Background: an optimization exercise with open tools, aiming at small area, a short achievable clock period and few clock cycles per item. Do not read the settings as production practice.
Function was checked by simulation only, so behaviour that the tests miss may differ from the original.

--- flow/config.mk ---
export PLATFORM = sky130hd
export DESIGN_NAME = booth_radix2_multiplier_core
export DESIGN_NICKNAME = booth_radix2_multiplier_core
export VERILOG_FILES = /design/flow/design.v
export SDC_FILE = /design/flow/constraint.sdc
export NUM_CORES = 4
export LEC_CHECK = 0
export ABC_CLOCK_PERIOD_IN_PS = 3300
export CAP_MARGIN = 20
export CORE_MARGIN = 2
export CORE_UTILIZATION = 40
export PLACE_DENSITY = 0.6
export SETUP_SLACK_MARGIN = 3.9
export SLEW_MARGIN = 20
--- flow/constraint.sdc ---
create_clock -name core_clock -period 7.2 [get_ports {clock}]
set_input_delay 1.4400 -clock core_clock [delete_from_list [all_inputs] [get_ports {clock}]]
set_output_delay 1.4400 -clock core_clock [all_outputs]
set_load 0.01 [all_outputs]
--- flow/design.v ---
`default_nettype none
package brm_pkg;
   localparam int IN_W      = 16;
   localparam int PRODUCT_W = 32;
   localparam int MAG_W     = 31;
   localparam int CFG_W     = 5;
   localparam logic [CFG_W-1:0] CFG_RESET = 5'd16;
   localparam logic [CFG_W-1:0] MIN_WIDTH = 5'd2;
   localparam int ROUNDS_PER_STAGE = 2;
endpackage
`default_nettype wire
`default_nettype none
module booth_radix2_multiplier_core #(
   parameter int MAX_WIDTH = 16
) (
   input  logic                      clock,
   input  logic                      reset,
   input  logic                          req_valid,
   output logic                          req_ready,
   input  logic [brm_pkg::IN_W-1:0]      req_multiplicand_bits,
   input  logic [brm_pkg::IN_W-1:0]      req_multiplier_bits,
   output logic                          rsp_valid,
   input  logic                          rsp_ready,
   output logic [brm_pkg::PRODUCT_W-1:0] rsp_product_bits,
   output logic                          rsp_negative,
   output logic [brm_pkg::MAG_W-1:0]     rsp_magnitude,
   input  logic                      csr_write_enable,
   input  logic [brm_pkg::CFG_W-1:0] csr_write_data
);
   logic [15:0] wm, wtop;
   logic [31:0] pmask;
   logic [3:0] nm1_ff;
   always_ff @(posedge clock) begin
      if (reset) begin
         nm1_ff <= 4'd15;
      end else if (csr_write_enable) begin
         nm1_ff <= (csr_write_data < 5'd2) ? 4'd1 : (csr_write_data > 5'd16) ? 4'd15 : 4'(csr_write_data - 5'd1);
      end
   end
   always_comb begin
      for (int i = 0; i < 16; i++) begin
         wm[i] = (4'(i) <= nm1_ff);
      end
   end
   assign wtop = wm & ~(wm >> 1);
   always_comb begin
      for (int i = 0; i < 16; i++) begin
         pmask[2*i]   = wm[i];
         pmask[2*i+1] = wm[i];
      end
   end
   logic        en;
   logic        req_sa, req_sb;
   logic [15:0] ax;
   logic [7:0] one;
   logic [7:0] two;
   logic [7:0] neg;
   logic ng;
   logic [15:0] ax_c;
   logic [15:0] bx_c;
   logic [7:0] one_c;
   logic [7:0] two_c;
   logic [7:0] neg_c;
   logic ng_c;
   logic sx_c;
   logic bl_c;
   assign req_sa = |(req_multiplicand_bits & wtop);
   assign req_sb = |(req_multiplier_bits & wtop);
   assign req_ready = en;
   logic        op_v;
   logic [15:0] ax_q;
   logic [7:0] one_q;
   logic [7:0] two_q;
   logic [7:0] neg_q;
   logic ng_q;
   always_ff @(posedge clock) begin
      if (reset) begin
         op_v <= 1'b0;
      end else if (en) begin
         op_v <= req_valid;
      end
   end
   always_ff @(posedge clock) begin
      if (en) begin
         ax_q <= ax_c;
         one_q <= one_c;
         two_q <= two_c;
         neg_q <= neg_c;
         ng_q <= ng_c;
      end
   end
   assign ax = ax_q;
   assign one = one_q;
   assign two = two_q;
   assign neg = neg_q;
   assign ng = ng_q;
   always_comb begin
      for (int j = 0; j < 16; j++) begin
         ax_c[j] = wm[j] ? req_multiplicand_bits[j] : req_sa;
         bx_c[j] = wm[j] ? req_multiplier_bits[j] : req_sb;
      end
      sx_c = req_sa ^ req_sb;
      ng_c = sx_c & (|(req_multiplicand_bits & wm)) & (|(req_multiplier_bits & wm));
      for (int i = 0; i < 8; i++) begin
         bl_c = (i == 0) ? 1'b0 : bx_c[2*i-1];
         one_c[i] = bx_c[2*i] ^ bl_c;
         two_c[i] = (bx_c[2*i+1] & ~bx_c[2*i] & ~bl_c) | (~bx_c[2*i+1] & bx_c[2*i] & bl_c);
         neg_c[i] = bx_c[2*i+1] ^ sx_c;
      end
   end
   wire pp1 = (one[0] & ax[0]) ^ neg[0];
   wire pp2 = ((one[0] & ax[1]) | (two[0] & ax[0])) ^ neg[0];
   wire pp3 = ((one[0] & ax[2]) | (two[0] & ax[1])) ^ neg[0];
   wire pp4 = ((one[0] & ax[3]) | (two[0] & ax[2])) ^ neg[0];
   wire pp5 = ((one[0] & ax[4]) | (two[0] & ax[3])) ^ neg[0];
   wire pp6 = ((one[0] & ax[5]) | (two[0] & ax[4])) ^ neg[0];
   wire pp7 = ((one[0] & ax[6]) | (two[0] & ax[5])) ^ neg[0];
   wire pp8 = ((one[0] & ax[7]) | (two[0] & ax[6])) ^ neg[0];
   wire pp9 = ((one[0] & ax[8]) | (two[0] & ax[7])) ^ neg[0];
   wire pp10 = ((one[0] & ax[9]) | (two[0] & ax[8])) ^ neg[0];
   wire pp11 = ((one[0] & ax[10]) | (two[0] & ax[9])) ^ neg[0];
   wire pp12 = ((one[0] & ax[11]) | (two[0] & ax[10])) ^ neg[0];
   wire pp13 = ((one[0] & ax[12]) | (two[0] & ax[11])) ^ neg[0];
   wire pp14 = ((one[0] & ax[13]) | (two[0] & ax[12])) ^ neg[0];
   wire pp15 = ((one[0] & ax[14]) | (two[0] & ax[13])) ^ neg[0];
   wire pp16 = ((one[0] & ax[15]) | (two[0] & ax[14])) ^ neg[0];
   wire pp17 = ((one[0] & ax[15]) | (two[0] & ax[15])) ^ neg[0];
   wire ns18 = ~pp17;
   wire pp19 = (one[1] & ax[0]) ^ neg[1];
   wire pp20 = ((one[1] & ax[1]) | (two[1] & ax[0])) ^ neg[1];
   wire pp21 = ((one[1] & ax[2]) | (two[1] & ax[1])) ^ neg[1];
   wire pp22 = ((one[1] & ax[3]) | (two[1] & ax[2])) ^ neg[1];
   wire pp23 = ((one[1] & ax[4]) | (two[1] & ax[3])) ^ neg[1];
   wire pp24 = ((one[1] & ax[5]) | (two[1] & ax[4])) ^ neg[1];
   wire pp25 = ((one[1] & ax[6]) | (two[1] & ax[5])) ^ neg[1];
   wire pp26 = ((one[1] & ax[7]) | (two[1] & ax[6])) ^ neg[1];
   wire pp27 = ((one[1] & ax[8]) | (two[1] & ax[7])) ^ neg[1];
   wire pp28 = ((one[1] & ax[9]) | (two[1] & ax[8])) ^ neg[1];
   wire pp29 = ((one[1] & ax[10]) | (two[1] & ax[9])) ^ neg[1];
   wire pp30 = ((one[1] & ax[11]) | (two[1] & ax[10])) ^ neg[1];
   wire pp31 = ((one[1] & ax[12]) | (two[1] & ax[11])) ^ neg[1];
   wire pp32 = ((one[1] & ax[13]) | (two[1] & ax[12])) ^ neg[1];
   wire pp33 = ((one[1] & ax[14]) | (two[1] & ax[13])) ^ neg[1];
   wire pp34 = ((one[1] & ax[15]) | (two[1] & ax[14])) ^ neg[1];
   wire pp35 = ((one[1] & ax[15]) | (two[1] & ax[15])) ^ neg[1];
   wire ns36 = ~pp35;
   wire pp37 = (one[2] & ax[0]) ^ neg[2];
   wire pp38 = ((one[2] & ax[1]) | (two[2] & ax[0])) ^ neg[2];
   wire pp39 = ((one[2] & ax[2]) | (two[2] & ax[1])) ^ neg[2];
   wire pp40 = ((one[2] & ax[3]) | (two[2] & ax[2])) ^ neg[2];
   wire pp41 = ((one[2] & ax[4]) | (two[2] & ax[3])) ^ neg[2];
   wire pp42 = ((one[2] & ax[5]) | (two[2] & ax[4])) ^ neg[2];
   wire pp43 = ((one[2] & ax[6]) | (two[2] & ax[5])) ^ neg[2];
   wire pp44 = ((one[2] & ax[7]) | (two[2] & ax[6])) ^ neg[2];
   wire pp45 = ((one[2] & ax[8]) | (two[2] & ax[7])) ^ neg[2];
   wire pp46 = ((one[2] & ax[9]) | (two[2] & ax[8])) ^ neg[2];
   wire pp47 = ((one[2] & ax[10]) | (two[2] & ax[9])) ^ neg[2];
   wire pp48 = ((one[2] & ax[11]) | (two[2] & ax[10])) ^ neg[2];
   wire pp49 = ((one[2] & ax[12]) | (two[2] & ax[11])) ^ neg[2];
   wire pp50 = ((one[2] & ax[13]) | (two[2] & ax[12])) ^ neg[2];
   wire pp51 = ((one[2] & ax[14]) | (two[2] & ax[13])) ^ neg[2];
   wire pp52 = ((one[2] & ax[15]) | (two[2] & ax[14])) ^ neg[2];
   wire pp53 = ((one[2] & ax[15]) | (two[2] & ax[15])) ^ neg[2];
   wire ns54 = ~pp53;
   wire pp55 = (one[3] & ax[0]) ^ neg[3];
   wire pp56 = ((one[3] & ax[1]) | (two[3] & ax[0])) ^ neg[3];
   wire pp57 = ((one[3] & ax[2]) | (two[3] & ax[1])) ^ neg[3];
   wire pp58 = ((one[3] & ax[3]) | (two[3] & ax[2])) ^ neg[3];
   wire pp59 = ((one[3] & ax[4]) | (two[3] & ax[3])) ^ neg[3];
   wire pp60 = ((one[3] & ax[5]) | (two[3] & ax[4])) ^ neg[3];
   wire pp61 = ((one[3] & ax[6]) | (two[3] & ax[5])) ^ neg[3];
   wire pp62 = ((one[3] & ax[7]) | (two[3] & ax[6])) ^ neg[3];
   wire pp63 = ((one[3] & ax[8]) | (two[3] & ax[7])) ^ neg[3];
   wire pp64 = ((one[3] & ax[9]) | (two[3] & ax[8])) ^ neg[3];
   wire pp65 = ((one[3] & ax[10]) | (two[3] & ax[9])) ^ neg[3];
   wire pp66 = ((one[3] & ax[11]) | (two[3] & ax[10])) ^ neg[3];
   wire pp67 = ((one[3] & ax[12]) | (two[3] & ax[11])) ^ neg[3];
   wire pp68 = ((one[3] & ax[13]) | (two[3] & ax[12])) ^ neg[3];
   wire pp69 = ((one[3] & ax[14]) | (two[3] & ax[13])) ^ neg[3];
   wire pp70 = ((one[3] & ax[15]) | (two[3] & ax[14])) ^ neg[3];
   wire pp71 = ((one[3] & ax[15]) | (two[3] & ax[15])) ^ neg[3];
   wire ns72 = ~pp71;
   wire pp73 = (one[4] & ax[0]) ^ neg[4];
   wire pp74 = ((one[4] & ax[1]) | (two[4] & ax[0])) ^ neg[4];
   wire pp75 = ((one[4] & ax[2]) | (two[4] & ax[1])) ^ neg[4];
   wire pp76 = ((one[4] & ax[3]) | (two[4] & ax[2])) ^ neg[4];
   wire pp77 = ((one[4] & ax[4]) | (two[4] & ax[3])) ^ neg[4];
   wire pp78 = ((one[4] & ax[5]) | (two[4] & ax[4])) ^ neg[4];
   wire pp79 = ((one[4] & ax[6]) | (two[4] & ax[5])) ^ neg[4];
   wire pp80 = ((one[4] & ax[7]) | (two[4] & ax[6])) ^ neg[4];
   wire pp81 = ((one[4] & ax[8]) | (two[4] & ax[7])) ^ neg[4];
   wire pp82 = ((one[4] & ax[9]) | (two[4] & ax[8])) ^ neg[4];
   wire pp83 = ((one[4] & ax[10]) | (two[4] & ax[9])) ^ neg[4];
   wire pp84 = ((one[4] & ax[11]) | (two[4] & ax[10])) ^ neg[4];
   wire pp85 = ((one[4] & ax[12]) | (two[4] & ax[11])) ^ neg[4];
   wire pp86 = ((one[4] & ax[13]) | (two[4] & ax[12])) ^ neg[4];
   wire pp87 = ((one[4] & ax[14]) | (two[4] & ax[13])) ^ neg[4];
   wire pp88 = ((one[4] & ax[15]) | (two[4] & ax[14])) ^ neg[4];
   wire pp89 = ((one[4] & ax[15]) | (two[4] & ax[15])) ^ neg[4];
   wire ns90 = ~pp89;
   wire pp91 = (one[5] & ax[0]) ^ neg[5];
   wire pp92 = ((one[5] & ax[1]) | (two[5] & ax[0])) ^ neg[5];
   wire pp93 = ((one[5] & ax[2]) | (two[5] & ax[1])) ^ neg[5];
   wire pp94 = ((one[5] & ax[3]) | (two[5] & ax[2])) ^ neg[5];
   wire pp95 = ((one[5] & ax[4]) | (two[5] & ax[3])) ^ neg[5];
   wire pp96 = ((one[5] & ax[5]) | (two[5] & ax[4])) ^ neg[5];
   wire pp97 = ((one[5] & ax[6]) | (two[5] & ax[5])) ^ neg[5];
   wire pp98 = ((one[5] & ax[7]) | (two[5] & ax[6])) ^ neg[5];
   wire pp99 = ((one[5] & ax[8]) | (two[5] & ax[7])) ^ neg[5];
   wire pp100 = ((one[5] & ax[9]) | (two[5] & ax[8])) ^ neg[5];
   wire pp101 = ((one[5] & ax[10]) | (two[5] & ax[9])) ^ neg[5];
   wire pp102 = ((one[5] & ax[11]) | (two[5] & ax[10])) ^ neg[5];
   wire pp103 = ((one[5] & ax[12]) | (two[5] & ax[11])) ^ neg[5];
   wire pp104 = ((one[5] & ax[13]) | (two[5] & ax[12])) ^ neg[5];
   wire pp105 = ((one[5] & ax[14]) | (two[5] & ax[13])) ^ neg[5];
   wire pp106 = ((one[5] & ax[15]) | (two[5] & ax[14])) ^ neg[5];
   wire pp107 = ((one[5] & ax[15]) | (two[5] & ax[15])) ^ neg[5];
   wire ns108 = ~pp107;
   wire pp109 = (one[6] & ax[0]) ^ neg[6];
   wire pp110 = ((one[6] & ax[1]) | (two[6] & ax[0])) ^ neg[6];
   wire pp111 = ((one[6] & ax[2]) | (two[6] & ax[1])) ^ neg[6];
   wire pp112 = ((one[6] & ax[3]) | (two[6] & ax[2])) ^ neg[6];
   wire pp113 = ((one[6] & ax[4]) | (two[6] & ax[3])) ^ neg[6];
   wire pp114 = ((one[6] & ax[5]) | (two[6] & ax[4])) ^ neg[6];
   wire pp115 = ((one[6] & ax[6]) | (two[6] & ax[5])) ^ neg[6];
   wire pp116 = ((one[6] & ax[7]) | (two[6] & ax[6])) ^ neg[6];
   wire pp117 = ((one[6] & ax[8]) | (two[6] & ax[7])) ^ neg[6];
   wire pp118 = ((one[6] & ax[9]) | (two[6] & ax[8])) ^ neg[6];
   wire pp119 = ((one[6] & ax[10]) | (two[6] & ax[9])) ^ neg[6];
   wire pp120 = ((one[6] & ax[11]) | (two[6] & ax[10])) ^ neg[6];
   wire pp121 = ((one[6] & ax[12]) | (two[6] & ax[11])) ^ neg[6];
   wire pp122 = ((one[6] & ax[13]) | (two[6] & ax[12])) ^ neg[6];
   wire pp123 = ((one[6] & ax[14]) | (two[6] & ax[13])) ^ neg[6];
   wire pp124 = ((one[6] & ax[15]) | (two[6] & ax[14])) ^ neg[6];
   wire pp125 = ((one[6] & ax[15]) | (two[6] & ax[15])) ^ neg[6];
   wire ns126 = ~pp125;
   wire pp127 = (one[7] & ax[0]) ^ neg[7];
   wire pp128 = ((one[7] & ax[1]) | (two[7] & ax[0])) ^ neg[7];
   wire pp129 = ((one[7] & ax[2]) | (two[7] & ax[1])) ^ neg[7];
   wire pp130 = ((one[7] & ax[3]) | (two[7] & ax[2])) ^ neg[7];
   wire pp131 = ((one[7] & ax[4]) | (two[7] & ax[3])) ^ neg[7];
   wire pp132 = ((one[7] & ax[5]) | (two[7] & ax[4])) ^ neg[7];
   wire pp133 = ((one[7] & ax[6]) | (two[7] & ax[5])) ^ neg[7];
   wire pp134 = ((one[7] & ax[7]) | (two[7] & ax[6])) ^ neg[7];
   wire pp135 = ((one[7] & ax[8]) | (two[7] & ax[7])) ^ neg[7];
   wire pp136 = ((one[7] & ax[9]) | (two[7] & ax[8])) ^ neg[7];
   wire pp137 = ((one[7] & ax[10]) | (two[7] & ax[9])) ^ neg[7];
   wire pp138 = ((one[7] & ax[11]) | (two[7] & ax[10])) ^ neg[7];
   wire pp139 = ((one[7] & ax[12]) | (two[7] & ax[11])) ^ neg[7];
   wire pp140 = ((one[7] & ax[13]) | (two[7] & ax[12])) ^ neg[7];
   wire pp141 = ((one[7] & ax[14]) | (two[7] & ax[13])) ^ neg[7];
   wire pp142 = ((one[7] & ax[15]) | (two[7] & ax[14])) ^ neg[7];
   wire pp143 = ((one[7] & ax[15]) | (two[7] & ax[15])) ^ neg[7];
   wire ns144 = ~pp143;
   wire u145 = one[7] & ax[0];
   wire un146 = u145 | neg[7];
   wire nu147 = ~u145;
   wire nun148 = ~un146;
   wire s149 = pp9 ^ pp25;
   wire c150 = pp9 & pp25;
   wire s151 = pp10 ^ pp26;
   wire c152 = pp10 & pp26;
   wire s153 = pp11 ^ pp27 ^ pp43;
   wire c154 = (pp11 & pp27) | (pp43 & (pp11 ^ pp27));
   wire s155 = pp59 ^ pp75;
   wire c156 = pp59 & pp75;
   wire s157 = pp12 ^ pp28 ^ pp44;
   wire c158 = (pp12 & pp28) | (pp44 & (pp12 ^ pp28));
   wire s159 = pp60 ^ pp76;
   wire c160 = pp60 & pp76;
   wire s161 = pp13 ^ pp29 ^ pp45;
   wire c162 = (pp13 & pp29) | (pp45 & (pp13 ^ pp29));
   wire s163 = pp61 ^ pp77 ^ pp93;
   wire c164 = (pp61 & pp77) | (pp93 & (pp61 ^ pp77));
   wire s165 = pp109 ^ neg[6];
   wire c166 = pp109 & neg[6];
   wire s167 = pp14 ^ pp30 ^ pp46;
   wire c168 = (pp14 & pp30) | (pp46 & (pp14 ^ pp30));
   wire s169 = pp62 ^ pp78 ^ pp94;
   wire c170 = (pp62 & pp78) | (pp94 & (pp62 ^ pp78));
   wire s171 = pp110 ^ 1'b1;
   wire c172 = pp110 & 1'b1;
   wire s173 = pp15 ^ pp31 ^ pp47;
   wire c174 = (pp15 & pp31) | (pp47 & (pp15 ^ pp31));
   wire s175 = pp63 ^ pp79 ^ pp95;
   wire c176 = (pp63 & pp79) | (pp95 & (pp63 ^ pp79));
   wire s177 = pp111 ^ nu147;
   wire c178 = pp111 & nu147;
   wire s179 = pp16 ^ pp32 ^ pp48;
   wire c180 = (pp16 & pp32) | (pp48 & (pp16 ^ pp32));
   wire s181 = pp64 ^ pp80 ^ pp96;
   wire c182 = (pp64 & pp80) | (pp96 & (pp64 ^ pp80));
   wire s183 = pp112 ^ pp128 ^ nun148;
   wire c184 = (pp112 & pp128) | (nun148 & (pp112 ^ pp128));
   wire s185 = ns18 ^ pp33 ^ pp49;
   wire c186 = (ns18 & pp33) | (pp49 & (ns18 ^ pp33));
   wire s187 = pp65 ^ pp81 ^ pp97;
   wire c188 = (pp65 & pp81) | (pp97 & (pp65 ^ pp81));
   wire s189 = pp113 ^ pp129 ^ un146;
   wire c190 = (pp113 & pp129) | (un146 & (pp113 ^ pp129));
   wire s191 = pp34 ^ pp50 ^ pp66;
   wire c192 = (pp34 & pp50) | (pp66 & (pp34 ^ pp50));
   wire s193 = pp82 ^ pp98 ^ pp114;
   wire c194 = (pp82 & pp98) | (pp114 & (pp82 ^ pp98));
   wire s195 = pp130 ^ 1'b1;
   wire c196 = pp130 & 1'b1;
   wire s197 = ns36 ^ pp51 ^ pp67;
   wire c198 = (ns36 & pp51) | (pp67 & (ns36 ^ pp51));
   wire s199 = pp83 ^ pp99 ^ pp115;
   wire c200 = (pp83 & pp99) | (pp115 & (pp83 ^ pp99));
   wire s201 = pp52 ^ pp68 ^ pp84;
   wire c202 = (pp52 & pp68) | (pp84 & (pp52 ^ pp68));
   wire s203 = pp100 ^ pp116;
   wire c204 = pp100 & pp116;
   wire s205 = ns54 ^ pp69 ^ pp85;
   wire c206 = (ns54 & pp69) | (pp85 & (ns54 ^ pp69));
   wire s207 = pp70 ^ pp86;
   wire c208 = pp70 & pp86;
   wire s209 = pp5 ^ pp21;
   wire c210 = pp5 & pp21;
   wire s211 = pp6 ^ pp22;
   wire c212 = pp6 & pp22;
   wire s213 = pp7 ^ pp23 ^ pp39;
   wire c214 = (pp7 & pp23) | (pp39 & (pp7 ^ pp23));
   wire s215 = pp55 ^ neg[3];
   wire c216 = pp55 & neg[3];
   wire s217 = pp8 ^ pp24 ^ pp40;
   wire c218 = (pp8 & pp24) | (pp40 & (pp8 ^ pp24));
   wire s219 = pp56 ^ 1'b1;
   wire c220 = pp56 & 1'b1;
   wire s221 = s149 ^ pp41 ^ pp57;
   wire c222 = (s149 & pp41) | (pp57 & (s149 ^ pp41));
   wire s223 = pp73 ^ neg[4] ^ 1'b1;
   wire c224 = (pp73 & neg[4]) | (1'b1 & (pp73 ^ neg[4]));
   wire s225 = s151 ^ pp42 ^ pp58;
   wire c226 = (s151 & pp42) | (pp58 & (s151 ^ pp42));
   wire s227 = pp74 ^ 1'b1 ^ c150;
   wire c228 = (pp74 & 1'b1) | (c150 & (pp74 ^ 1'b1));
   wire s229 = s153 ^ s155 ^ pp91;
   wire c230 = (s153 & s155) | (pp91 & (s153 ^ s155));
   wire s231 = neg[5] ^ 1'b1 ^ c152;
   wire c232 = (neg[5] & 1'b1) | (c152 & (neg[5] ^ 1'b1));
   wire s233 = s157 ^ s159 ^ pp92;
   wire c234 = (s157 & s159) | (pp92 & (s157 ^ s159));
   wire s235 = 1'b1 ^ c154 ^ c156;
   wire c236 = (1'b1 & c154) | (c156 & (1'b1 ^ c154));
   wire s237 = s161 ^ s163 ^ s165;
   wire c238 = (s161 & s163) | (s165 & (s161 ^ s163));
   wire s239 = 1'b1 ^ c158 ^ c160;
   wire c240 = (1'b1 & c158) | (c160 & (1'b1 ^ c158));
   wire s241 = s167 ^ s169 ^ s171;
   wire c242 = (s167 & s169) | (s171 & (s167 ^ s169));
   wire s243 = c162 ^ c164 ^ c166;
   wire c244 = (c162 & c164) | (c166 & (c162 ^ c164));
   wire s245 = s173 ^ s175 ^ s177;
   wire c246 = (s173 & s175) | (s177 & (s173 ^ s175));
   wire s247 = c168 ^ c170 ^ c172;
   wire c248 = (c168 & c170) | (c172 & (c168 ^ c170));
   wire s249 = s179 ^ s181 ^ s183;
   wire c250 = (s179 & s181) | (s183 & (s179 ^ s181));
   wire s251 = c174 ^ c176 ^ c178;
   wire c252 = (c174 & c176) | (c178 & (c174 ^ c176));
   wire s253 = s185 ^ s187 ^ s189;
   wire c254 = (s185 & s187) | (s189 & (s185 ^ s187));
   wire s255 = c180 ^ c182 ^ c184;
   wire c256 = (c180 & c182) | (c184 & (c180 ^ c182));
   wire s257 = s191 ^ s193 ^ s195;
   wire c258 = (s191 & s193) | (s195 & (s191 ^ s193));
   wire s259 = c186 ^ c188 ^ c190;
   wire c260 = (c186 & c188) | (c190 & (c186 ^ c188));
   wire s261 = s197 ^ s199 ^ pp131;
   wire c262 = (s197 & s199) | (pp131 & (s197 ^ s199));
   wire s263 = c192 ^ c194 ^ c196;
   wire c264 = (c192 & c194) | (c196 & (c192 ^ c194));
   wire s265 = s201 ^ s203 ^ pp132;
   wire c266 = (s201 & s203) | (pp132 & (s201 ^ s203));
   wire s267 = 1'b1 ^ c198 ^ c200;
   wire c268 = (1'b1 & c198) | (c200 & (1'b1 ^ c198));
   wire s269 = s205 ^ pp101 ^ pp117;
   wire c270 = (s205 & pp101) | (pp117 & (s205 ^ pp101));
   wire s271 = pp133 ^ c202 ^ c204;
   wire c272 = (pp133 & c202) | (c204 & (pp133 ^ c202));
   wire s273 = s207 ^ pp102 ^ pp118;
   wire c274 = (s207 & pp102) | (pp118 & (s207 ^ pp102));
   wire s275 = pp134 ^ 1'b1 ^ c206;
   wire c276 = (pp134 & 1'b1) | (c206 & (pp134 ^ 1'b1));
   wire s277 = ns72 ^ pp87 ^ pp103;
   wire c278 = (ns72 & pp87) | (pp103 & (ns72 ^ pp87));
   wire s279 = pp119 ^ pp135 ^ c208;
   wire c280 = (pp119 & pp135) | (c208 & (pp119 ^ pp135));
   wire s281 = pp88 ^ pp104 ^ pp120;
   wire c282 = (pp88 & pp104) | (pp120 & (pp88 ^ pp104));
   wire s283 = pp136 ^ 1'b1;
   wire c284 = pp136 & 1'b1;
   wire s285 = ns90 ^ pp105 ^ pp121;
   wire c286 = (ns90 & pp105) | (pp121 & (ns90 ^ pp105));
   wire s287 = pp106 ^ pp122;
   wire c288 = pp106 & pp122;
   wire s289 = pp3 ^ pp19;
   wire c290 = pp3 & pp19;
   wire s291 = pp4 ^ pp20;
   wire c292 = pp4 & pp20;
   wire s293 = s209 ^ pp37 ^ neg[2];
   wire c294 = (s209 & pp37) | (neg[2] & (s209 ^ pp37));
   wire s295 = s211 ^ pp38 ^ 1'b1;
   wire c296 = (s211 & pp38) | (1'b1 & (s211 ^ pp38));
   wire s297 = s213 ^ s215 ^ 1'b1;
   wire c298 = (s213 & s215) | (1'b1 & (s213 ^ s215));
   wire s299 = s217 ^ s219 ^ c214;
   wire c300 = (s217 & s219) | (c214 & (s217 ^ s219));
   wire s301 = s221 ^ s223 ^ c218;
   wire c302 = (s221 & s223) | (c218 & (s221 ^ s223));
   wire s303 = s225 ^ s227 ^ c222;
   wire c304 = (s225 & s227) | (c222 & (s225 ^ s227));
   wire s305 = s229 ^ s231 ^ c226;
   wire c306 = (s229 & s231) | (c226 & (s229 ^ s231));
   wire s307 = s233 ^ s235 ^ c230;
   wire c308 = (s233 & s235) | (c230 & (s233 ^ s235));
   wire s309 = s237 ^ s239 ^ c234;
   wire c310 = (s237 & s239) | (c234 & (s237 ^ s239));
   wire s311 = s241 ^ s243 ^ c238;
   wire c312 = (s241 & s243) | (c238 & (s241 ^ s243));
   wire s313 = s245 ^ s247 ^ c242;
   wire c314 = (s245 & s247) | (c242 & (s245 ^ s247));
   wire s315 = s249 ^ s251 ^ c246;
   wire c316 = (s249 & s251) | (c246 & (s249 ^ s251));
   wire s317 = s253 ^ s255 ^ c250;
   wire c318 = (s253 & s255) | (c250 & (s253 ^ s255));
   wire s319 = s257 ^ s259 ^ c254;
   wire c320 = (s257 & s259) | (c254 & (s257 ^ s259));
   wire s321 = s261 ^ s263 ^ c258;
   wire c322 = (s261 & s263) | (c258 & (s261 ^ s263));
   wire s323 = s265 ^ s267 ^ c262;
   wire c324 = (s265 & s267) | (c262 & (s265 ^ s267));
   wire s325 = s269 ^ s271 ^ c266;
   wire c326 = (s269 & s271) | (c266 & (s269 ^ s271));
   wire s327 = s273 ^ s275 ^ c270;
   wire c328 = (s273 & s275) | (c270 & (s273 ^ s275));
   wire s329 = s277 ^ s279 ^ c274;
   wire c330 = (s277 & s279) | (c274 & (s277 ^ s279));
   wire s331 = s281 ^ s283 ^ c278;
   wire c332 = (s281 & s283) | (c278 & (s281 ^ s283));
   wire s333 = s285 ^ pp137 ^ c282;
   wire c334 = (s285 & pp137) | (c282 & (s285 ^ pp137));
   wire s335 = s287 ^ pp138 ^ 1'b1;
   wire c336 = (s287 & pp138) | (1'b1 & (s287 ^ pp138));
   wire s337 = ns108 ^ pp123 ^ pp139;
   wire c338 = (ns108 & pp123) | (pp139 & (ns108 ^ pp123));
   wire s339 = pp124 ^ pp140;
   wire c340 = pp124 & pp140;
   wire s341 = pp1 ^ neg[0];
   wire c342 = pp1 & neg[0];
   wire s343 = pp2 ^ 1'b1;
   wire c344 = pp2 & 1'b1;
   wire s345 = s289 ^ neg[1] ^ 1'b1;
   wire c346 = (s289 & neg[1]) | (1'b1 & (s289 ^ neg[1]));
   wire s347 = s291 ^ 1'b1 ^ c290;
   wire c348 = (s291 & 1'b1) | (c290 & (s291 ^ 1'b1));
   wire s349 = s293 ^ 1'b1 ^ c292;
   wire c350 = (s293 & 1'b1) | (c292 & (s293 ^ 1'b1));
   wire s351 = s295 ^ c210 ^ c294;
   wire c352 = (s295 & c210) | (c294 & (s295 ^ c210));
   wire s353 = s297 ^ c212 ^ c296;
   wire c354 = (s297 & c212) | (c296 & (s297 ^ c212));
   wire s355 = s299 ^ c216 ^ c298;
   wire c356 = (s299 & c216) | (c298 & (s299 ^ c216));
   wire s357 = s301 ^ c220 ^ c300;
   wire c358 = (s301 & c220) | (c300 & (s301 ^ c220));
   wire s359 = s303 ^ c224 ^ c302;
   wire c360 = (s303 & c224) | (c302 & (s303 ^ c224));
   wire s361 = s305 ^ c228 ^ c304;
   wire c362 = (s305 & c228) | (c304 & (s305 ^ c228));
   wire s363 = s307 ^ c232 ^ c306;
   wire c364 = (s307 & c232) | (c306 & (s307 ^ c232));
   wire s365 = s309 ^ c236 ^ c308;
   wire c366 = (s309 & c236) | (c308 & (s309 ^ c236));
   wire s367 = s311 ^ c240 ^ c310;
   wire c368 = (s311 & c240) | (c310 & (s311 ^ c240));
   wire s369 = s313 ^ c244 ^ c312;
   wire c370 = (s313 & c244) | (c312 & (s313 ^ c244));
   wire s371 = s315 ^ c248 ^ c314;
   wire c372 = (s315 & c248) | (c314 & (s315 ^ c248));
   wire s373 = s317 ^ c252 ^ c316;
   wire c374 = (s317 & c252) | (c316 & (s317 ^ c252));
   wire s375 = s319 ^ c256 ^ c318;
   wire c376 = (s319 & c256) | (c318 & (s319 ^ c256));
   wire s377 = s321 ^ c260 ^ c320;
   wire c378 = (s321 & c260) | (c320 & (s321 ^ c260));
   wire s379 = s323 ^ c264 ^ c322;
   wire c380 = (s323 & c264) | (c322 & (s323 ^ c264));
   wire s381 = s325 ^ c268 ^ c324;
   wire c382 = (s325 & c268) | (c324 & (s325 ^ c268));
   wire s383 = s327 ^ c272 ^ c326;
   wire c384 = (s327 & c272) | (c326 & (s327 ^ c272));
   wire s385 = s329 ^ c276 ^ c328;
   wire c386 = (s329 & c276) | (c328 & (s329 ^ c276));
   wire s387 = s331 ^ c280 ^ c330;
   wire c388 = (s331 & c280) | (c330 & (s331 ^ c280));
   wire s389 = s333 ^ c284 ^ c332;
   wire c390 = (s333 & c284) | (c332 & (s333 ^ c284));
   wire s391 = s335 ^ c286 ^ c334;
   wire c392 = (s335 & c286) | (c334 & (s335 ^ c286));
   wire s393 = s337 ^ c288 ^ c336;
   wire c394 = (s337 & c288) | (c336 & (s337 ^ c288));
   wire s395 = s339 ^ 1'b1 ^ c338;
   wire c396 = (s339 & 1'b1) | (c338 & (s339 ^ 1'b1));
   wire s397 = ns126 ^ pp141 ^ c340;
   wire c398 = (ns126 & pp141) | (c340 & (ns126 ^ pp141));
   wire s399 = pp142 ^ 1'b1;
   wire c400 = pp142 & 1'b1;
   wire p401 = ~mid_0;
   wire p402 = mid_1 ^ mid_2;
   wire g403 = mid_1 & mid_2;
   wire p404 = mid_3 ^ mid_4;
   wire g405 = mid_3 & mid_4;
   wire p406 = mid_5 ^ mid_6;
   wire g407 = mid_5 & mid_6;
   wire p408 = mid_7 ^ mid_8;
   wire g409 = mid_7 & mid_8;
   wire p410 = mid_9 ^ mid_10;
   wire g411 = mid_9 & mid_10;
   wire p412 = mid_11 ^ mid_12;
   wire g413 = mid_11 & mid_12;
   wire p414 = mid_13 ^ mid_14;
   wire g415 = mid_13 & mid_14;
   wire p416 = mid_15 ^ mid_16;
   wire g417 = mid_15 & mid_16;
   wire p418 = mid_17 ^ mid_18;
   wire g419 = mid_17 & mid_18;
   wire p420 = mid_19 ^ mid_20;
   wire g421 = mid_19 & mid_20;
   wire p422 = mid_21 ^ mid_22;
   wire g423 = mid_21 & mid_22;
   wire p424 = mid_23 ^ mid_24;
   wire g425 = mid_23 & mid_24;
   wire p426 = mid_25 ^ mid_26;
   wire g427 = mid_25 & mid_26;
   wire p428 = mid_27 ^ mid_28;
   wire g429 = mid_27 & mid_28;
   wire p430 = mid_29 ^ mid_30;
   wire g431 = mid_29 & mid_30;
   wire p432 = mid_31 ^ mid_32;
   wire g433 = mid_31 & mid_32;
   wire p434 = mid_33 ^ mid_34;
   wire g435 = mid_33 & mid_34;
   wire p436 = mid_35 ^ mid_36;
   wire g437 = mid_35 & mid_36;
   wire p438 = mid_37 ^ mid_38;
   wire g439 = mid_37 & mid_38;
   wire p440 = mid_39 ^ mid_40;
   wire g441 = mid_39 & mid_40;
   wire p442 = mid_41 ^ mid_42;
   wire g443 = mid_41 & mid_42;
   wire p444 = mid_43 ^ mid_44;
   wire g445 = mid_43 & mid_44;
   wire p446 = mid_45 ^ mid_46;
   wire g447 = mid_45 & mid_46;
   wire p448 = mid_47 ^ mid_48;
   wire g449 = mid_47 & mid_48;
   wire p450 = mid_49 ^ mid_50;
   wire g451 = mid_49 & mid_50;
   wire p452 = mid_51 ^ mid_52;
   wire g453 = mid_51 & mid_52;
   wire p454 = mid_53 ^ mid_54;
   wire g455 = mid_53 & mid_54;
   wire p456 = mid_55 ^ mid_56;
   wire g457 = mid_55 & mid_56;
   wire p458 = mid_57 ^ mid_58;
   wire g459 = mid_57 & mid_58;
   wire p460 = mid_59 ^ mid_60;
   wire g461 = mid_59 & mid_60;
   wire G462 = g403 | (p402 & mid_0);
   wire T463 = p402 & p401;
   wire G464 = g407 | (p406 & g405);
   wire T465 = p406 & p404;
   wire G466 = g411 | (p410 & g409);
   wire T467 = p410 & p408;
   wire G468 = g415 | (p414 & g413);
   wire T469 = p414 & p412;
   wire G470 = g419 | (p418 & g417);
   wire T471 = p418 & p416;
   wire G472 = g423 | (p422 & g421);
   wire T473 = p422 & p420;
   wire G474 = g427 | (p426 & g425);
   wire T475 = p426 & p424;
   wire G476 = g431 | (p430 & g429);
   wire T477 = p430 & p428;
   wire G478 = g435 | (p434 & g433);
   wire T479 = p434 & p432;
   wire G480 = g439 | (p438 & g437);
   wire T481 = p438 & p436;
   wire G482 = g443 | (p442 & g441);
   wire T483 = p442 & p440;
   wire G484 = g447 | (p446 & g445);
   wire T485 = p446 & p444;
   wire G486 = g451 | (p450 & g449);
   wire T487 = p450 & p448;
   wire G488 = g455 | (p454 & g453);
   wire T489 = p454 & p452;
   wire G490 = g459 | (p458 & g457);
   wire T491 = p458 & p456;
   wire G492 = 1'b1 & g461;
   wire T493 = 1'b1 & p460;
   wire G494 = g405 | (p404 & G462);
   wire T495 = p404 & T463;
   wire G496 = G464 | (T465 & G462);
   wire T497 = T465 & T463;
   wire G498 = g413 | (p412 & G466);
   wire T499 = p412 & T467;
   wire G500 = G468 | (T469 & G466);
   wire T501 = T469 & T467;
   wire G502 = g421 | (p420 & G470);
   wire T503 = p420 & T471;
   wire G504 = G472 | (T473 & G470);
   wire T505 = T473 & T471;
   wire G506 = g429 | (p428 & G474);
   wire T507 = p428 & T475;
   wire G508 = G476 | (T477 & G474);
   wire T509 = T477 & T475;
   wire G510 = g437 | (p436 & G478);
   wire T511 = p436 & T479;
   wire G512 = G480 | (T481 & G478);
   wire T513 = T481 & T479;
   wire G514 = g445 | (p444 & G482);
   wire T515 = p444 & T483;
   wire G516 = G484 | (T485 & G482);
   wire T517 = T485 & T483;
   wire G518 = g453 | (p452 & G486);
   wire T519 = p452 & T487;
   wire G520 = G488 | (T489 & G486);
   wire T521 = T489 & T487;
   wire G522 = g461 | (p460 & G490);
   wire T523 = p460 & T491;
   wire G524 = G492 | (T493 & G490);
   wire T525 = T493 & T491;
   wire G526 = g409 | (p408 & G496);
   wire T527 = p408 & T497;
   wire G528 = G466 | (T467 & G496);
   wire T529 = T467 & T497;
   wire G530 = G498 | (T499 & G496);
   wire T531 = T499 & T497;
   wire G532 = G500 | (T501 & G496);
   wire T533 = T501 & T497;
   wire G534 = g425 | (p424 & G504);
   wire T535 = p424 & T505;
   wire G536 = G474 | (T475 & G504);
   wire T537 = T475 & T505;
   wire G538 = G506 | (T507 & G504);
   wire T539 = T507 & T505;
   wire G540 = G508 | (T509 & G504);
   wire T541 = T509 & T505;
   wire G542 = g441 | (p440 & G512);
   wire T543 = p440 & T513;
   wire G544 = G482 | (T483 & G512);
   wire T545 = T483 & T513;
   wire G546 = G514 | (T515 & G512);
   wire T547 = T515 & T513;
   wire G548 = G516 | (T517 & G512);
   wire T549 = T517 & T513;
   wire G550 = g457 | (p456 & G520);
   wire T551 = p456 & T521;
   wire G552 = G490 | (T491 & G520);
   wire T553 = T491 & T521;
   wire G554 = G522 | (T523 & G520);
   wire T555 = T523 & T521;
   wire G556 = G524 | (T525 & G520);
   wire T557 = T525 & T521;
   wire G558 = g417 | (p416 & G532);
   wire T559 = p416 & T533;
   wire G560 = G470 | (T471 & G532);
   wire T561 = T471 & T533;
   wire G562 = G502 | (T503 & G532);
   wire T563 = T503 & T533;
   wire G564 = G504 | (T505 & G532);
   wire T565 = T505 & T533;
   wire G566 = G534 | (T535 & G532);
   wire T567 = T535 & T533;
   wire G568 = G536 | (T537 & G532);
   wire T569 = T537 & T533;
   wire G570 = G538 | (T539 & G532);
   wire T571 = T539 & T533;
   wire G572 = G540 | (T541 & G532);
   wire T573 = T541 & T533;
   wire G574 = g449 | (p448 & G548);
   wire T575 = p448 & T549;
   wire G576 = G486 | (T487 & G548);
   wire T577 = T487 & T549;
   wire G578 = G518 | (T519 & G548);
   wire T579 = T519 & T549;
   wire G580 = G520 | (T521 & G548);
   wire T581 = T521 & T549;
   wire G582 = G550 | (T551 & G548);
   wire T583 = T551 & T549;
   wire G584 = G552 | (T553 & G548);
   wire T585 = T553 & T549;
   wire G586 = G554 | (T555 & G548);
   wire T587 = T555 & T549;
   wire G588 = G556 | (T557 & G548);
   wire T589 = T557 & T549;
   wire G590 = g433 | (p432 & G572);
   wire T591 = p432 & T573;
   wire G592 = G478 | (T479 & G572);
   wire T593 = T479 & T573;
   wire G594 = G510 | (T511 & G572);
   wire T595 = T511 & T573;
   wire G596 = G512 | (T513 & G572);
   wire T597 = T513 & T573;
   wire G598 = G542 | (T543 & G572);
   wire T599 = T543 & T573;
   wire G600 = G544 | (T545 & G572);
   wire T601 = T545 & T573;
   wire G602 = G546 | (T547 & G572);
   wire T603 = T547 & T573;
   wire G604 = G548 | (T549 & G572);
   wire T605 = T549 & T573;
   wire G606 = G574 | (T575 & G572);
   wire T607 = T575 & T573;
   wire G608 = G576 | (T577 & G572);
   wire T609 = T577 & T573;
   wire G610 = G578 | (T579 & G572);
   wire T611 = T579 & T573;
   wire G612 = G580 | (T581 & G572);
   wire T613 = T581 & T573;
   wire G614 = G582 | (T583 & G572);
   wire T615 = T583 & T573;
   wire G616 = G584 | (T585 & G572);
   wire T617 = T585 & T573;
   wire G618 = G586 | (T587 & G572);
   wire T619 = T587 & T573;
   wire G620 = G588 | (T589 & G572);
   wire T621 = T589 & T573;
   logic mid_v;
   logic mid_0;
   logic mid_1;
   logic mid_2;
   logic mid_3;
   logic mid_4;
   logic mid_5;
   logic mid_6;
   logic mid_7;
   logic mid_8;
   logic mid_9;
   logic mid_10;
   logic mid_11;
   logic mid_12;
   logic mid_13;
   logic mid_14;
   logic mid_15;
   logic mid_16;
   logic mid_17;
   logic mid_18;
   logic mid_19;
   logic mid_20;
   logic mid_21;
   logic mid_22;
   logic mid_23;
   logic mid_24;
   logic mid_25;
   logic mid_26;
   logic mid_27;
   logic mid_28;
   logic mid_29;
   logic mid_30;
   logic mid_31;
   logic mid_32;
   logic mid_33;
   logic mid_34;
   logic mid_35;
   logic mid_36;
   logic mid_37;
   logic mid_38;
   logic mid_39;
   logic mid_40;
   logic mid_41;
   logic mid_42;
   logic mid_43;
   logic mid_44;
   logic mid_45;
   logic mid_46;
   logic mid_47;
   logic mid_48;
   logic mid_49;
   logic mid_50;
   logic mid_51;
   logic mid_52;
   logic mid_53;
   logic mid_54;
   logic mid_55;
   logic mid_56;
   logic mid_57;
   logic mid_58;
   logic mid_59;
   logic mid_60;
   logic mid_61;
   always_ff @(posedge clock) begin
      if (reset) begin
         mid_v <= 1'b0;
      end else if (en) begin
         mid_v <= op_v;
      end
   end
   always_ff @(posedge clock) begin
      if (en) begin
         mid_0 <= s341;
         mid_1 <= s343;
         mid_2 <= c342;
         mid_3 <= s345;
         mid_4 <= c344;
         mid_5 <= s347;
         mid_6 <= c346;
         mid_7 <= s349;
         mid_8 <= c348;
         mid_9 <= s351;
         mid_10 <= c350;
         mid_11 <= s353;
         mid_12 <= c352;
         mid_13 <= s355;
         mid_14 <= c354;
         mid_15 <= s357;
         mid_16 <= c356;
         mid_17 <= s359;
         mid_18 <= c358;
         mid_19 <= s361;
         mid_20 <= c360;
         mid_21 <= s363;
         mid_22 <= c362;
         mid_23 <= s365;
         mid_24 <= c364;
         mid_25 <= s367;
         mid_26 <= c366;
         mid_27 <= s369;
         mid_28 <= c368;
         mid_29 <= s371;
         mid_30 <= c370;
         mid_31 <= s373;
         mid_32 <= c372;
         mid_33 <= s375;
         mid_34 <= c374;
         mid_35 <= s377;
         mid_36 <= c376;
         mid_37 <= s379;
         mid_38 <= c378;
         mid_39 <= s381;
         mid_40 <= c380;
         mid_41 <= s383;
         mid_42 <= c382;
         mid_43 <= s385;
         mid_44 <= c384;
         mid_45 <= s387;
         mid_46 <= c386;
         mid_47 <= s389;
         mid_48 <= c388;
         mid_49 <= s391;
         mid_50 <= c390;
         mid_51 <= s393;
         mid_52 <= c392;
         mid_53 <= s395;
         mid_54 <= c394;
         mid_55 <= s397;
         mid_56 <= c396;
         mid_57 <= s399;
         mid_58 <= c398;
         mid_59 <= ns144;
         mid_60 <= c400;
         mid_61 <= ng;
      end
   end
   logic [31:0] prod_w;
   logic [30:0] mag_w;
   assign prod_w = {(mid_61 ? ~(1'b1 ^ G618) : (1'b1 ^ (G618 | T619))), (mid_61 ? ~(p460 ^ G616) : (p460 ^ (G616 | T617))), (mid_61 ? ~(p458 ^ G614) : (p458 ^ (G614 | T615))), (mid_61 ? ~(p456 ^ G612) : (p456 ^ (G612 | T613))), (mid_61 ? ~(p454 ^ G610) : (p454 ^ (G610 | T611))), (mid_61 ? ~(p452 ^ G608) : (p452 ^ (G608 | T609))), (mid_61 ? ~(p450 ^ G606) : (p450 ^ (G606 | T607))), (mid_61 ? ~(p448 ^ G604) : (p448 ^ (G604 | T605))), (mid_61 ? ~(p446 ^ G602) : (p446 ^ (G602 | T603))), (mid_61 ? ~(p444 ^ G600) : (p444 ^ (G600 | T601))), (mid_61 ? ~(p442 ^ G598) : (p442 ^ (G598 | T599))), (mid_61 ? ~(p440 ^ G596) : (p440 ^ (G596 | T597))), (mid_61 ? ~(p438 ^ G594) : (p438 ^ (G594 | T595))), (mid_61 ? ~(p436 ^ G592) : (p436 ^ (G592 | T593))), (mid_61 ? ~(p434 ^ G590) : (p434 ^ (G590 | T591))), (mid_61 ? ~(p432 ^ G572) : (p432 ^ (G572 | T573))), (mid_61 ? ~(p430 ^ G570) : (p430 ^ (G570 | T571))), (mid_61 ? ~(p428 ^ G568) : (p428 ^ (G568 | T569))), (mid_61 ? ~(p426 ^ G566) : (p426 ^ (G566 | T567))), (mid_61 ? ~(p424 ^ G564) : (p424 ^ (G564 | T565))), (mid_61 ? ~(p422 ^ G562) : (p422 ^ (G562 | T563))), (mid_61 ? ~(p420 ^ G560) : (p420 ^ (G560 | T561))), (mid_61 ? ~(p418 ^ G558) : (p418 ^ (G558 | T559))), (mid_61 ? ~(p416 ^ G532) : (p416 ^ (G532 | T533))), (mid_61 ? ~(p414 ^ G530) : (p414 ^ (G530 | T531))), (mid_61 ? ~(p412 ^ G528) : (p412 ^ (G528 | T529))), (mid_61 ? ~(p410 ^ G526) : (p410 ^ (G526 | T527))), (mid_61 ? ~(p408 ^ G496) : (p408 ^ (G496 | T497))), (mid_61 ? ~(p406 ^ G494) : (p406 ^ (G494 | T495))), (mid_61 ? ~(p404 ^ G462) : (p404 ^ (G462 | T463))), (mid_61 ? ~(p402 ^ mid_0) : (p402 ^ (mid_0 | p401))), (mid_61 ? ~p401 : ~p401)} & pmask;
   assign mag_w  = {(p460 ^ (G616 | T617)), (p458 ^ (G614 | T615)), (p456 ^ (G612 | T613)), (p454 ^ (G610 | T611)), (p452 ^ (G608 | T609)), (p450 ^ (G606 | T607)), (p448 ^ (G604 | T605)), (p446 ^ (G602 | T603)), (p444 ^ (G600 | T601)), (p442 ^ (G598 | T599)), (p440 ^ (G596 | T597)), (p438 ^ (G594 | T595)), (p436 ^ (G592 | T593)), (p434 ^ (G590 | T591)), (p432 ^ (G572 | T573)), (p430 ^ (G570 | T571)), (p428 ^ (G568 | T569)), (p426 ^ (G566 | T567)), (p424 ^ (G564 | T565)), (p422 ^ (G562 | T563)), (p420 ^ (G560 | T561)), (p418 ^ (G558 | T559)), (p416 ^ (G532 | T533)), (p414 ^ (G530 | T531)), (p412 ^ (G528 | T529)), (p410 ^ (G526 | T527)), (p408 ^ (G496 | T497)), (p406 ^ (G494 | T495)), (p404 ^ (G462 | T463)), (p402 ^ (mid_0 | p401)), ~p401};
   logic        out_v;
   logic [31:0] prod_ff;
   logic [29:1] mag_ff;
   logic        neg_ff;
   assign en = !out_v || rsp_ready;
   always_ff @(posedge clock) begin
      if (reset) begin
         out_v <= 1'b0;
      end else if (en) begin
         out_v <= mid_v;
      end
   end
   always_ff @(posedge clock) begin
      if (en) begin
         prod_ff <= prod_w;
         mag_ff  <= mag_w[29:1];
         neg_ff  <= mid_61;
      end
   end
   assign rsp_valid        = out_v;
   assign rsp_product_bits = prod_ff;
   assign rsp_magnitude    = {prod_ff[30] & ~neg_ff, mag_ff, prod_ff[0]};
   assign rsp_negative     = neg_ff;
endmodule
`default_nettype wire
--- flow/flow/run.sh ---
#!/bin/bash
# Layout flow: the standard ORFS flow, with the port buffers made from
# sky130_fd_sc_hd__buf_2 instead of the delay cell buffer_ports picks by default.
set -euo pipefail
sed 's|"\${@:-finish}"|BUFFER_PORTS_ARGS="-buffer_cell sky130_fd_sc_hd__buf_2" "${@:-finish}"|' standard.sh > flow_standard_mod.sh
bash flow_standard_mod.sh > flow_make.log 2>&1
--- flow/standard.sh ---
#!/bin/bash
# synth_recipe.tcl (not shown) runs the flow's synth.tcl, then flattens the netlist and writes it again
# the make line also repeats each setting of config.mk as NAME=value (left out here)
make -C /OpenROAD-flow-scripts/flow DESIGN_CONFIG=/design/flow/config.mk WORK_HOME=/design/flow/orfs CLKGATE_MAP_FILE= SYNTH_SCRIPT=/design/flow/synth_recipe.tcl "${@:-finish}"
==> results of run 1 <==
[cell usage in the layout, fill, tap and decap left out, types with 6 or more instances in the layout]
| cell | n |
|---|---|
| buf_6 | 10 |
| xor2_1 | 67 |
| nor3_1 | 16 |
| a221oi_1 | 6 |
| buf_2 | 105 |
| xor2_2 | 6 |
| a22oi_2 | 42 |
| dfxtp_1 | 7 |
| buf_12 | 31 |
| o21ai_0 | 42 |
| nor2b_1 | 10 |
| a21oi_1 | 72 |
| fa_1 | 75 |
| nor2_1 | 63 |
| inv_1 | 136 |
| o21ai_1 | 7 |
| a22oi_1 | 81 |
| a31oi_1 | 6 |
| edfxtp_1 | 165 |
| xnor2_2 | 7 |
| fa_2 | 19 |
| and2_1 | 10 |
| inv_2 | 12 |
| buf_4 | 98 |
| ha_1 | 58 |
| a21o_1 | 10 |
| xnor2_1 | 107 |
| nand2b_1 | 9 |
| o21a_1 | 12 |
| nand2_1 | 74 |
| mux2i_1 | 24 |
| or3_1 | 11 |
| clkbuf_16 | 17 |
| nand3_1 | 19 |
[state kept, by name, summed over array words and instances, names as in the netlist, 4 cells and up]
register / cells
nm1_ff: 4
ax_q: 16
neg_q: 8
two_q: 8
one_q: 8
mag_ff: 29
prod_ff: 32
[through the flow]
| stage | hold WS, ns | util, % |
|---|---|---|
| floorplan | 0.4003 | - |
| finish | 0.4469 | 49.21 |
| detailed placement | 0.4143 | 42.51 |
| global placement | 0.4098 | 42.51 |
| CTS | 0.4362 | 48.45 |
| global route | 0.4475 | 49.21 |
[per-layer routing]
layer / track usage, % / vias up / routed length (um)
met2: 37.51 / 596 / 19690
met4: 8.368 / 4 / 1404
met1: 31.65 / 5557 / 17430
met3: 4.001 / 97 / 3711
met5: 0 / - / 27
li1: - / 5127 / -
[worst max-delay path, stage by stage, from the launching register on]
cell and delay, ns:
edfxtp_1 0.43, buf_12 0.17, a22oi_2 0.17, xnor2_1 0.13, fa_1 0.56, inv_1 0.06, fa_1 0.50, inv_1 0.05
fa_1 0.47, inv_1 0.05, fa_1 0.55, inv_1 0.06
[kinds of logic (layout without fill, tap and decap cells)]
family / count (synthesis) / after routing / synth area share (%)
flops: 172 / 172 / 35.84
fa+ha+maj: 152 / 152 / 18.34
simple gates: 243 / 245 / 8.256
buf+inv: 266 / 427 / 7.261
mux: 32 / 32 / 2.640
xor+xnor: 187 / 187 / 11.57
compound gates: 334 / 334 / 16.09
[repair_timing]
item	in CTS	in global routing
gates cloned	3	0
endpoints found under the setup margin	126	43
gates resized for setup	48	52
setup buffers	120	7
pin swaps	61	31
[layout make-up]
type | instances | area [sq um] | share of cell area, %
multi-input combinational | 950 | 8516 | 49.01
sequential | 172 | 5095 | 29.32
timing repair buffer | 246 | 2037 | 11.72
tap | 461 | 576.8 | 3.319
inverter | 149 | 564.3 | 3.247
clock buffer | 17 | 425.4 | 2.448
clock inverter | 15 | 162.7 | 0.9361
[worst min path at each step]
stage	start	slack (ns)	depth (start not counted)	endpoint
after floorplan	ng_q	0.40	0	mid_61
after global placement	ng_q	0.41	0	mid_61
after detailed placement	ng_q	0.41	0	mid_61
after CTS	ng_q	0.44	0	mid_61
after global routing	ng_q	0.45	0	mid_61
final	ng_q	0.45	0	mid_61
==> run summary, run 1 <==
HPWL Detailed approximately 29 mm; Worst Tran Pin Value 1.065 ns; most frequent cell after synthesis edfxtp_1; RD Place Congestion 1.001; ANT cells 0; layout cells sized above 1 25.63%; Slew Viols, Final 0; post-route cell area 0.01738 sq mm; ranking of synthesized cells by area edfxtp_1 35%, fa_1 13%, xnor2_1 7.0%; Routed Antenna Nets 0; crit path to mid_19; Hold Violations, Final 0; CTS tree yes; die footprint 0.03706 sq mm; drt wl/cell 21.03 um; Ys Warns 1; Core ar. roughly 0.035 sq mm; CP Class flop to flop; syn avg cell area 10.26 sq um; H-tree depth 4; asr flop ratio synth 0%; antenna violations before repair 2; setup_tns 0 ns; final setup fails 0; port bufs 107; # placed instances 1848; via count 11380; status no timing/DRC/antenna violations; first-pass GRT wire length 65.12 mm; Synth Register Bits 172; flop-to-flop setup slack between 3 and 4 ns; Area Growth Syn to Fin 22.23%; clock latency (worst-skew pair) roughly 0.44 ns; initial drt markers between 1000 and 1500; Max-Cap Viols 0; Routed WL 42.26 mm; sequential area share after synthesis 35.84%; Mapped Area 0.01422 sq mm; HP Class flop to flop; Worst-path clk slew ~0.070 ns; Hold Buf Count CTS 0; Die W 192.5 um; grt ovf 0; Setup crit end kind flop; first drt pass iteration count 6; Post-synth EDFFs 165; CTS max path bufs 2; Tcrit/Tclk final 48.04%; crit-path max FO 4; clk sinks 172; net count after synthesis 1580; Initial Utilization 40.26%; Post-synth top flop edfxtp_1; Finished Layout Cells 2010; pin count of the biggest net entering global routing a little over 70; fmax 0.2891 GHz; Synth top area share 34.85%; nets 1730; Boundary Pins 108; GRT Util Overall 23.31%; RSZ-0062 raised after global routing true; Vias per Instance ~5.7; Distinct cells, synth 74; Startpoint Class flop; CTS buffer count 17; Die H slightly below 200 um; DP Worst Slack 3.199 ns; root buffer cell clkbuf_16; row count 69; Residual DRC 0; vias in the first global route 11200; CP required 7.39 ns; DP Area around 0.015 sq mm; Layout fillers 3121; Reg2Reg Depth 11; CP arrival ~3.6 ns; Reg-to-Reg End mid_19; Slew headroom 29.02%; dominant cell type by area after synthesis edfxtp_1; worst clock skew around 0.015 ns; Worst R2R Start ax_q[5]; commonest cells in the netlist 165 x edfxtp_1, 147 x inv_1, 123 x a22oi_1; Cells after Synth 1386; Worst Setup Slack, final roughly 3.7 ns; Critical Path Source ax_q[5]; crit path time final 3.459 ns
Testbench counts, summed over its fixed seeds: cycles 8,024, items 8,000.
==> run 2: changes to the inputs <==
==> flow/flow/run.sh (replaced) <==
#!/bin/bash
# Layout flow: the standard ORFS flow (standard.sh) with two changes:
#  1. synthesis: the same script, except that Yosys's "synth -run fine:" step
#     gets -noabc, so the quick ABC pass there does not re-encode the adder
#     trees before extract_fa (it leaves fewer inverters around the fa/ha
#     cells); flops, hierarchy flattening and renaming are as in synth_recipe.tcl.
#  2. port buffers are sky130_fd_sc_hd__buf_2 instead of the delay cell that
#     buffer_ports picks by default.
# Each tool's output goes to the ORFS logs under orfs/logs; make's own output
# goes to flow_make.log here.
set -euo pipefail
here=$(pwd)
sed 's|^proc synth {args} { yosys synth -nofsm -noshare {\*}\$args }|proc synth {args} { if {[lsearch -exact $args fine:] >= 0} { lappend args -noabc }; yosys synth -nofsm -noshare {*}$args }|' synth_recipe.tcl > flow_synth.tcl
grep -q -- '-noabc' flow_synth.tcl
sed -e "s|SYNTH_SCRIPT=[^ ]*|SYNTH_SCRIPT=$here/flow_synth.tcl|" \
    -e 's|"\${@:-finish}"|BUFFER_PORTS_ARGS="-buffer_cell sky130_fd_sc_hd__buf_2" "${@:-finish}"|' standard.sh > flow_standard_mod.sh
grep -q flow_synth.tcl flow_standard_mod.sh
bash flow_standard_mod.sh > flow_make.log 2>&1
--- a/flow/config.mk
+++ b/flow/config.mk
@@ -8,7 +8,7 @@
 export ABC_CLOCK_PERIOD_IN_PS = 3300
 export CAP_MARGIN = 20
 export CORE_MARGIN = 2
-export CORE_UTILIZATION = 40
-export PLACE_DENSITY = 0.6
+export CORE_UTILIZATION = 60
+export PLACE_DENSITY = 0.75
 export SETUP_SLACK_MARGIN = 3.9
 export SLEW_MARGIN = 20
==> run 2 against run 1 <==
  * Synthesized cell count fell by 4.4%
  * Critical endpoint is now mid_25
==> run summary, run 2 <==
syn avg cell area 10.72 sq um (+4.5%); vias in the first global route 11330 (+1.2%); CTS max path bufs 2 (unchanged); RD Place Congestion 0.9510 (-5.0%); M1 WL 16.83 mm (-3.5%); die footprint 0.02493 sq mm (-33%); Residual DRC 0 (unchanged); H-tree depth 4 (unchanged); critical path depth 8 (-3); via count 11730 (+3.1%); final hold slack 0.4486 ns (+0.001646 ns); CP arrival 3.51 ns (-0.13 ns); CTS tree yes; Post-synth top flop edfxtp_1; drt wl/cell 24.18 um (+15%); crit-path max FO 8 (+4); antenna violations before repair 1 (-1); Core ar. 0.02333 sq mm (-34%); Reg2Reg Depth 8 (-3); CTS buffer count 17 (unchanged); Synth Register Bits 172 (unchanged); worst clock skew 0.01549 ns (+0.0004047 ns); Ys Warns 1 (unchanged); setup_tns 0 ns (unchanged); sequential area share after synthesis 35.86% (about the same); max incr delay on CP 0.59 ns (+0.03 ns); Reg-to-Reg End mid_25; Hold Startpoint mid_v; Critical Path Source one_q[2]; Distinct cells, synth 87 (+18%); Die W 157.9 um (-18%); status no timing/DRC/antenna violations; Crit-path slowest cell fa_2; Die H 157.9 um (-18%); most frequent cell after synthesis edfxtp_1; dominant cell type by area after synthesis edfxtp_1; Routed WL 43.52 mm (+3.0%); Biggest register prod_ff; top flop regs prod_ff: 32 flops, mag_ff: 29 flops, ax_q: 16 flops; Slew Viols, Final 0 (unchanged); Post-synth EDFFs 165 (unchanged); port bufs 107 (unchanged); crit path to mid_25; layout cells sized above 1 22.97% (-2.7 points); most frequent CP cell fa_1; fmax 0.2995 GHz (+3.6%); first drt pass iteration count 6 (unchanged); DP Worst Slack 3.338 ns (+0.1395 ns); Slew headroom 30.95% (+1.9 points); grt ovf 0 (unchanged); asr flop ratio synth 0% (unchanged); Routed Antenna Nets 0 (unchanged); Max-Cap Viols 0 (unchanged); Area Growth Syn to Fin 18.24%; Met2 Wirelength 19.75 mm (+0.33%); Setup crit end kind flop; row count 56 (-19%); most frequent cells in the layout 165 x edfxtp_1, 153 x xnor2_1, 106 x a22oi_1; Tcrit/Tclk final 46.38% (-1.7 points); Worst Tran Pin Value 1.027 ns (-0.03824 ns); pin count of the biggest net entering global routing 77 (+8.5%); Worst-path clk slew 0.07 ns (about the same); ranking of synthesized cells by area edfxtp_1 35%, fa_1 13%, xnor2_1 9.5%; crit path time final 3.339 ns (-0.1194 ns); Boundary Pins 108 (unchanged); delay-heaviest family, CP adder cells; root buffer cell clkbuf_16; CP Class flop to flop; Vias per Instance 6.518 (+15%); clk sinks 172 (unchanged); net count after synthesis 1528 (-3.3%); Cells after Synth 1325 (-4.4%); initial drt markers 1542 (+22%); flop-to-flop setup slack 3.86 ns (+0.12 ns); CP required 7.37 ns (-0.02 ns); Initial Utilization 60.90% (+21 points); Startpoint Class flop; met3 wire len 5.524 mm (+49%); commonest cells in the netlist 165 x edfxtp_1, 154 x xnor2_1, 124 x a22oi_1; HPWL Detailed 27.53 mm (-3.5%); number of buffers and inverters on the critical path 2 (-3); first-pass GRT wire length 65.85 mm (+1.1%); nets 1670 (-3.5%); Worst R2R Start one_q[2]; Hold Violations, Final 0 (unchanged); max reg flops 32 (unchanged); most common cell after layout, fill and taps aside edfxtp_1; Mapped Area 0.01421 sq mm (about the same); CP Cell Sequence buf_12, buf_12, a22oi_2, xnor2_1, fa_1, fa_2, fa_1, fa_1; clock latency (worst-skew pair) 0.44 ns (about the same); Synth top area share 34.87% (about the same); final setup fails 0 (unchanged); RSZ-0062 raised after global routing true; GRT Util Overall 35.56% (+12 points); HP Class flop to flop; Worst Setup Slack, final 3.861 ns (+0.1194 ns); top layer in use met4
run 2: changes by cell type in the layout (fill, tap and decap cells not counted), sizes merged, moves of 10 or more:
cell / delta
a211oi: +12
xnor2: +40
a21oi: -14
xor2: -40
nand2: -22
buf: -15
inv: -42
a21boi: +10
run 2: worst min-delay path by stage:
stage               endpoint  slack [ns]  depth (start not counted)
detailed placement    mid_61        0.41                          0
CTS                   mid_61        0.42                          0
global route           out_v        0.48                          2
global placement      mid_61        0.40                          0
finish                 out_v        0.45                          2
floorplan             mid_61        0.40                          0
run 2: per-stage QoR:
stage / util, % / cells / area (sq um)
after CTS: 70.94 / 1790 / 16550
after floorplan: - / 1325 / 14260
after detailed placement: 63.42 / 1653 / 14800
final: 72.00 / 1800 / 16800
after global placement: 63.42 / 1653 / 14800
after global routing: 71.99 / 1799 / 16800
run 2: what timing repair did:
item,4_1_cts,5_1_grt
resized for setup,4,45
setup buffers,103,9
pin swaps,3,40
hold buffers,0,0
endpoints found under the setup margin,32,31
cloned,2,0
run 2: worst register-to-register path: stages (launching register included):
cell and delay [ns]:
edfxtp_1 0.44, buf_12 0.18, buf_12 0.13, a22oi_2 0.19
xnor2_1 0.13, fa_1 0.54, fa_2 0.59, fa_1 0.44
fa_1 0.45
run 2: logic make-up (layout without fill, tap and decap cells):
logic type               after synthesis  count (layout)  share of synthesized area (%)
buffers and inverters                215             368                          5.979
AND/OR/NAND/NOR                      217             219                          7.714
flip-flops                           172             172                          35.86
adder cells (fa/ha/maj)              161             161                          19.20
XOR/XNOR                             187             187                          11.53
other                                  0               1                              0
AO/OA/AOI/OAI                        339             339                          17.09
multiplexers                          34              34                          2.633
run 2: cell type report:
| type | instances | area, sq um |
|---|---|---|
| diodes | 1 | 2.502 |
| clock buffers | 20 | 479.2 |
| clock inverters | 12 | 97.59 |
| fillers | 1627 | 6533 |
| inverters | 105 | 397.9 |
| multi-input cells | 940 | 8472 |
| flip-flops and latches | 172 | 5095 |
| well taps | 319 | 399.1 |
| repair buffers | 231 | 1857 |
run 2: metal layers:
layer	vias to the layer above	track usage, %
met5	-	0
met4	0	12.81
met3	141	8.596
met2	900	54.91
met1	5686	49.14
li1	5005	-

## re-timing with driven ports
In the flow no input, the clock included, has a driving cell. The finished layouts below were timed again as built, in two steps.
Step 1 (the two cells are an assumption about what drives the block):
set clk [get_ports {clock}]
set_driving_cell -lib_cell sky130_fd_sc_hd__clkbuf_16 $clk
set_driving_cell -lib_cell sky130_fd_sc_hd__buf_2 [delete_from_list [all_inputs] $clk]
Step 2 adds t to the input delays and takes it off the output delays; t is the mean of the earliest and latest rising clock arrival at the registers after step 1. Input paths then give back, and output paths get back, about the clock's delay inside the block.
Three values: no drivers, after step 1, after step 2; two values: the first two.
| run | shift t [ns] | setup slack, ns | worst setup path at the end |
|---|---|---|---|
| run 1 | 0.484 | 3.741 / 3.741 / 3.508 | input to register |
| run 2 | 0.481 | 3.861 / 3.853 / 3.495 | input to register |
After both steps setup and hold are still met in every run listed. For run 2, which loses most, drivers alone change the setup slack by -0.008 ns; drivers and shift together by -0.366 ns.
